This is an optimization exercise on Yosys and OpenROAD, whose aim is small area, not a production implementation.
At most, simulation tests tie the RTL to the original design; equivalence was not proved.
No activity file was given, so power comes from the tool's default toggle rates.

== old ==
==> flow/design.v <==
package iob_gpio_in_pkg;
  localparam int unsigned DEB_W_DEF = 16;
  localparam logic [31:0] ADDR_RAW     = 32'd0;
  localparam logic [31:0] ADDR_DEB     = 32'd1;
  localparam logic [31:0] ADDR_RISE_EN = 32'd2;
  localparam logic [31:0] ADDR_FALL_EN = 32'd3;
  localparam logic [31:0] ADDR_PENDING = 32'd4;
  localparam logic [31:0] ADDR_DEB_TH  = 32'd5;
  localparam logic [31:0] EN_RST      = 32'h0000_0000;
  localparam logic [31:0] PENDING_RST = 32'h0000_0000;
  localparam logic [31:0] DEB_TH_RST  = 32'h0000_0000;
endpackage
module iob_gpio_in_deb #(
  parameter int DEB_W = 16
) (
  input  logic             clk,
  input  logic             rst,
  input  logic             pin,
  input  logic [DEB_W-1:0] th,
  output logic             raw,
  output logic             deb,
  output logic             flip
);
  logic             sync1_q, sync2_q;
  logic             deb_q;
  logic [DEB_W-1:0] cnt_q;
  logic             mis, ge;
  assign mis  = sync2_q ^ deb_q;
  logic [DEB_W-1:0] g, k, cnt_d;
  assign g[0] = cnt_q[0] | ~th[0];
  for (genvar i = 1; i < DEB_W; i++) begin : g_cmp
    assign g[i] = (cnt_q[i] & ~th[i]) | ((cnt_q[i] | ~th[i]) & g[i-1]);
  end
  assign ge = g[DEB_W-1];
  assign k[0] = mis & ~ge;
  for (genvar i = 1; i < DEB_W; i++) begin : g_inc
    assign k[i] = k[i-1] & cnt_q[i-1];
  end
  assign cnt_d = {DEB_W{k[0]}} & (cnt_q ^ k);
  assign flip = mis & ge;
  always_ff @(posedge clk or posedge rst) begin
    if (rst) begin
      sync1_q <= 1'b0;
      sync2_q <= 1'b0;
      deb_q   <= 1'b0;
    end else begin
      sync1_q <= pin;
      sync2_q <= sync1_q;
      deb_q   <= deb_q ^ flip;
    end
  end
  always_ff @(posedge clk) begin
    cnt_q <= cnt_d;
  end
  assign raw = sync2_q;
  assign deb = deb_q;
endmodule
module iob_gpio_in #(
  parameter int GPIO_W = 32,
  parameter int DATA_W = 32,
  parameter int ADDR_W = 3,
  parameter int DEB_W  = iob_gpio_in_pkg::DEB_W_DEF
) (
  input  logic              clk,
  input  logic              rst,
  input  logic              valid,
  input  logic [ADDR_W-1:0] address,
  input  logic [DATA_W-1:0] wdata,
  input  logic [DATA_W/8-1:0] wstrb,
  output logic [DATA_W-1:0] rdata,
  output logic              ready,
  input  logic [GPIO_W-1:0] gpio_input,
  output logic              gpio_irq
);
  logic [GPIO_W-1:0] raw, deb, flip;
  logic [DATA_W-1:0] wmask;
  logic              ready_q;
  logic [DATA_W-1:0] rdata_q, rdata_d;
  logic [GPIO_W-1:0] rise_en_q, fall_en_q, pending_q, pending_d;
  logic [DEB_W-1:0]  deb_th_q;
  logic              irq_q;
  logic              req, wr, rd;
  logic              we_rise, we_fall, we_th, we_pend;
  genvar gi;
  generate
    for (gi = 0; gi < GPIO_W; gi++) begin : g_pin
      iob_gpio_in_deb #(.DEB_W(DEB_W)) u_deb (
        .clk  (clk),
        .rst  (rst),
        .pin  (gpio_input[gi]),
        .th   (deb_th_q),
        .raw  (raw[gi]),
        .deb  (deb[gi]),
        .flip (flip[gi])
      );
    end
    for (gi = 0; gi < DATA_W/8; gi++) begin : g_lane
      assign wmask[8*gi +: 8] = {8{wstrb[gi]}};
    end
  endgenerate
  assign req     = valid & ~ready_q;
  assign wr      = req & (|wstrb);
  assign rd      = req & ~(|wstrb);
  assign we_rise = wr & (address == 3'd2);
  assign we_fall = wr & (address == 3'd3);
  assign we_pend = wr & (address == 3'd4);
  assign we_th   = wr & (address == 3'd5);
  assign pending_d = (pending_q & ~({GPIO_W{we_pend}} & wdata & wmask))
                   | (flip & ((deb & fall_en_q) | (~deb & rise_en_q)));
  always_comb begin
    rdata_d = '0;
    if (rd) begin
      case (address)
        3'd0: rdata_d = raw;
        3'd1: rdata_d = deb;
        3'd2: rdata_d = rise_en_q;
        3'd3: rdata_d = fall_en_q;
        3'd4: rdata_d = pending_q;
        3'd5: rdata_d = DATA_W'(deb_th_q);
        default: rdata_d = '0;
      endcase
    end
  end
  always_ff @(posedge clk or posedge rst) begin
    if (rst) begin
      ready_q   <= 1'b0;
      rdata_q   <= '0;
      rise_en_q <= '0;
      fall_en_q <= '0;
      pending_q <= '0;
      deb_th_q  <= '0;
      irq_q     <= 1'b0;
    end else begin
      ready_q   <= req;
      rdata_q   <= rdata_d;
      for (int i = 0; i < GPIO_W; i++) begin
        if (we_rise & wstrb[i/8]) rise_en_q[i] <= wdata[i];
        if (we_fall & wstrb[i/8]) fall_en_q[i] <= wdata[i];
      end
      for (int i = 0; i < DEB_W; i++)
        if (we_th & wstrb[i/8]) deb_th_q[i] <= wdata[i];
      pending_q <= pending_d;
      irq_q     <= |pending_d;
    end
  end
  assign ready    = ready_q;
  assign rdata    = rdata_q;
  assign gpio_irq = irq_q;
endmodule
export LEC_CHECK = 0
export ABC_AREA = 1
export CAP_MARGIN = 20
export CORE_MARGIN = 2
export CORE_UTILIZATION = 60
export SLEW_MARGIN = 20
create_clock -name core_clock -period 10.0 [get_ports {clk}]
standard.sh (not shown) runs the stock make flow with config.mk's settings and CLKGATE_MAP_FILE= SYNTH_SCRIPT=/design/flow/synth_recipe.tcl, a recipe that flattens the netlist after the stock synthesis.
==> flow/flow/run.sh <==
#!/bin/bash
# Own layout flow: the standard synthesis, then the combinational logic
# (everything but the flip-flops and tie cells) is re-mapped by ABC with an
# area-oriented script; the flip-flops keep their cells and names. The rest
# is the standard layout flow. Each tool writes its output to its own log.
set -euo pipefail
W=$(pwd)
F=$W/flow
LIB=$FLOW_HOME/platforms/sky130hd/lib/sky130_fd_sc_hd__tt_025C_1v80.lib
R=$W/orfs/results/sky130hd/iob_gpio_in/base
YOSYS=$FLOW_HOME/../tools/install/yosys/bin/yosys
[[ -x $YOSYS ]] || YOSYS=yosys

bash standard.sh synth > $W/standard_synth.log 2>&1
cp $R/1_2_yosys.v $W/1_2_yosys_std.v
sed -e "s|@LIB@|$LIB|g" -e "s|@IN@|$W/1_2_yosys_std.v|" -e "s|@OUT@|$W/1_2_yosys_remap.v|" \
    -e "s|@SCRIPT@|$F/abc_area.script|" -e "s|@CONSTR@|$F/abc.constr|" $F/remap.ys > $W/remap.ys
$YOSYS -s $W/remap.ys > $W/remap.log 2>&1
cp $W/1_2_yosys_remap.v $R/1_2_yosys.v
rm -f $R/1_synth.odb $R/1_synth.sdc
export CTS_ARGS="-sink_clustering_enable -repair_clock_nets -dont_use_dummy_load -sink_clustering_size 16 -sink_clustering_max_diameter 60 -buf_list sky130_fd_sc_hd__clkbuf_8"
# Port buffers: the smallest buffer is enough for these loads.
export BUFFER_PORTS_ARGS="-buffer_cell sky130_fd_sc_hd__buf_1"
bash standard.sh finish > $W/standard_finish.log 2>&1
==> flow/flow/abc.constr <==
set_driving_cell sky130_fd_sc_hd__buf_1
set_load 5
==> flow/flow/abc_area.script <==
strash; &get -n; &dch -f; &nf -R 1000; &put; topo; stime -c
==> flow/flow/remap.ys <==
# Re-map the standard synthesis's combinational cells; flip-flops and tie
# cells stay as they are (black boxes), so their instances keep their names.
read_liberty -overwrite -ignore_miss_func @LIB@
read_verilog @IN@
hierarchy -top iob_gpio_in
blackbox sky130_fd_sc_hd__df* sky130_fd_sc_hd__conb*
flatten
rename -hide w:_*
opt_clean
stat
abc -script @SCRIPT@ -liberty @LIB@ -dont_use *lpflow* -dont_use *probe_p* -dont_use *probec_p* -constr @CONSTR@ -D 10000
opt_clean
stat -liberty @LIB@
write_verilog -noattr -nohex -nodec @OUT@
## Diff of input files: new against old
diff --git a/flow/design.v b/flow/design.v
--- a/flow/design.v
+++ b/flow/design.v
@@ -104,26 +104,22 @@
   assign we_rise = wr & (address == 3'd2);
   assign we_fall = wr & (address == 3'd3);
   assign we_pend = wr & (address == 3'd4);
   assign we_th   = wr & (address == 3'd5);
   assign pending_d = (pending_q & ~({GPIO_W{we_pend}} & wdata & wmask))
                    | (flip & ((deb & fall_en_q) | (~deb & rise_en_q)));
-  always_comb begin
-    rdata_d = '0;
-    if (rd) begin
-      case (address)
-        3'd0: rdata_d = raw;
-        3'd1: rdata_d = deb;
-        3'd2: rdata_d = rise_en_q;
-        3'd3: rdata_d = fall_en_q;
-        3'd4: rdata_d = pending_q;
-        3'd5: rdata_d = DATA_W'(deb_th_q);
-        default: rdata_d = '0;
-      endcase
-    end
+  logic [5:0] rsel;
+  for (genvar a = 0; a < 6; a++) begin : g_rsel
+    assign rsel[a] = rd & (address == 3'(a));
   end
+  assign rdata_d = ({DATA_W{rsel[0]}} & raw)
+                 | ({DATA_W{rsel[1]}} & deb)
+                 | ({DATA_W{rsel[2]}} & rise_en_q)
+                 | ({DATA_W{rsel[3]}} & fall_en_q)
+                 | ({DATA_W{rsel[4]}} & pending_q)
+                 | ({DATA_W{rsel[5]}} & DATA_W'(deb_th_q));
   always_ff @(posedge clk or posedge rst) begin
     if (rst) begin
       ready_q   <= 1'b0;
       rdata_q   <= '0;
       rise_en_q <= '0;
       fall_en_q <= '0;
[summary]
Going from old to new, critical path depth shrank by a few percent.
new vs. old: post-layout minimum cycle time increased by 0.33 ns relative to the old numbers; post-route clock period utilization has increased; part of the total power dissipated in the clock network grew by 0.3 points.
Changes observed in new relative to old: total congestion overflow after global routing has remained practically unchanged; global router's overall resource usage dropped 0.87 points; met1 layer wirelength in the final routing decreased 730 um.
Post-synthesis net count was lower in new than in old.
new ends up with a first-pass GRT wire length that is 2.8% lower than in old.
Comparing old and new, the higher part of the total power dissipated in combinational logic is on old.
old -> new: via count decreased slightly
Looking at old and new, the die area is a wash.
Going from old to new, the total power was found to have gone down by 67 uW.
Between new and old, the final core utilization figures differ only marginally.
The RTL of new was laid out without a check of its function.

## re-timing with driven ports
The flow's constraints put no driver on any port. The routed layouts listed below were extracted and timed again, unchanged, in two steps.
Step 1 assumes that a clkbuf_16 drives the clock port and a buf_2 every other input.
Step 2 moves the port delays by t, midway between the first and last clock arrival at a register: inputs arrive t later, outputs are due t later. That takes back most of the time a late clock gives input paths.
Slacks: no drivers / after step 1 / after step 2; pairs: no drivers / after step 1.
| run | t (ns) | setup slack, ns | worst setup path at the end |
|---|---|---|---|
| old | 0.750 | 3.421 / 3.421 / 3.421 | register to register |
| new | 0.762 | 3.089 / 3.089 / 3.089 | register to register |
After both steps every run listed still meets setup and hold.
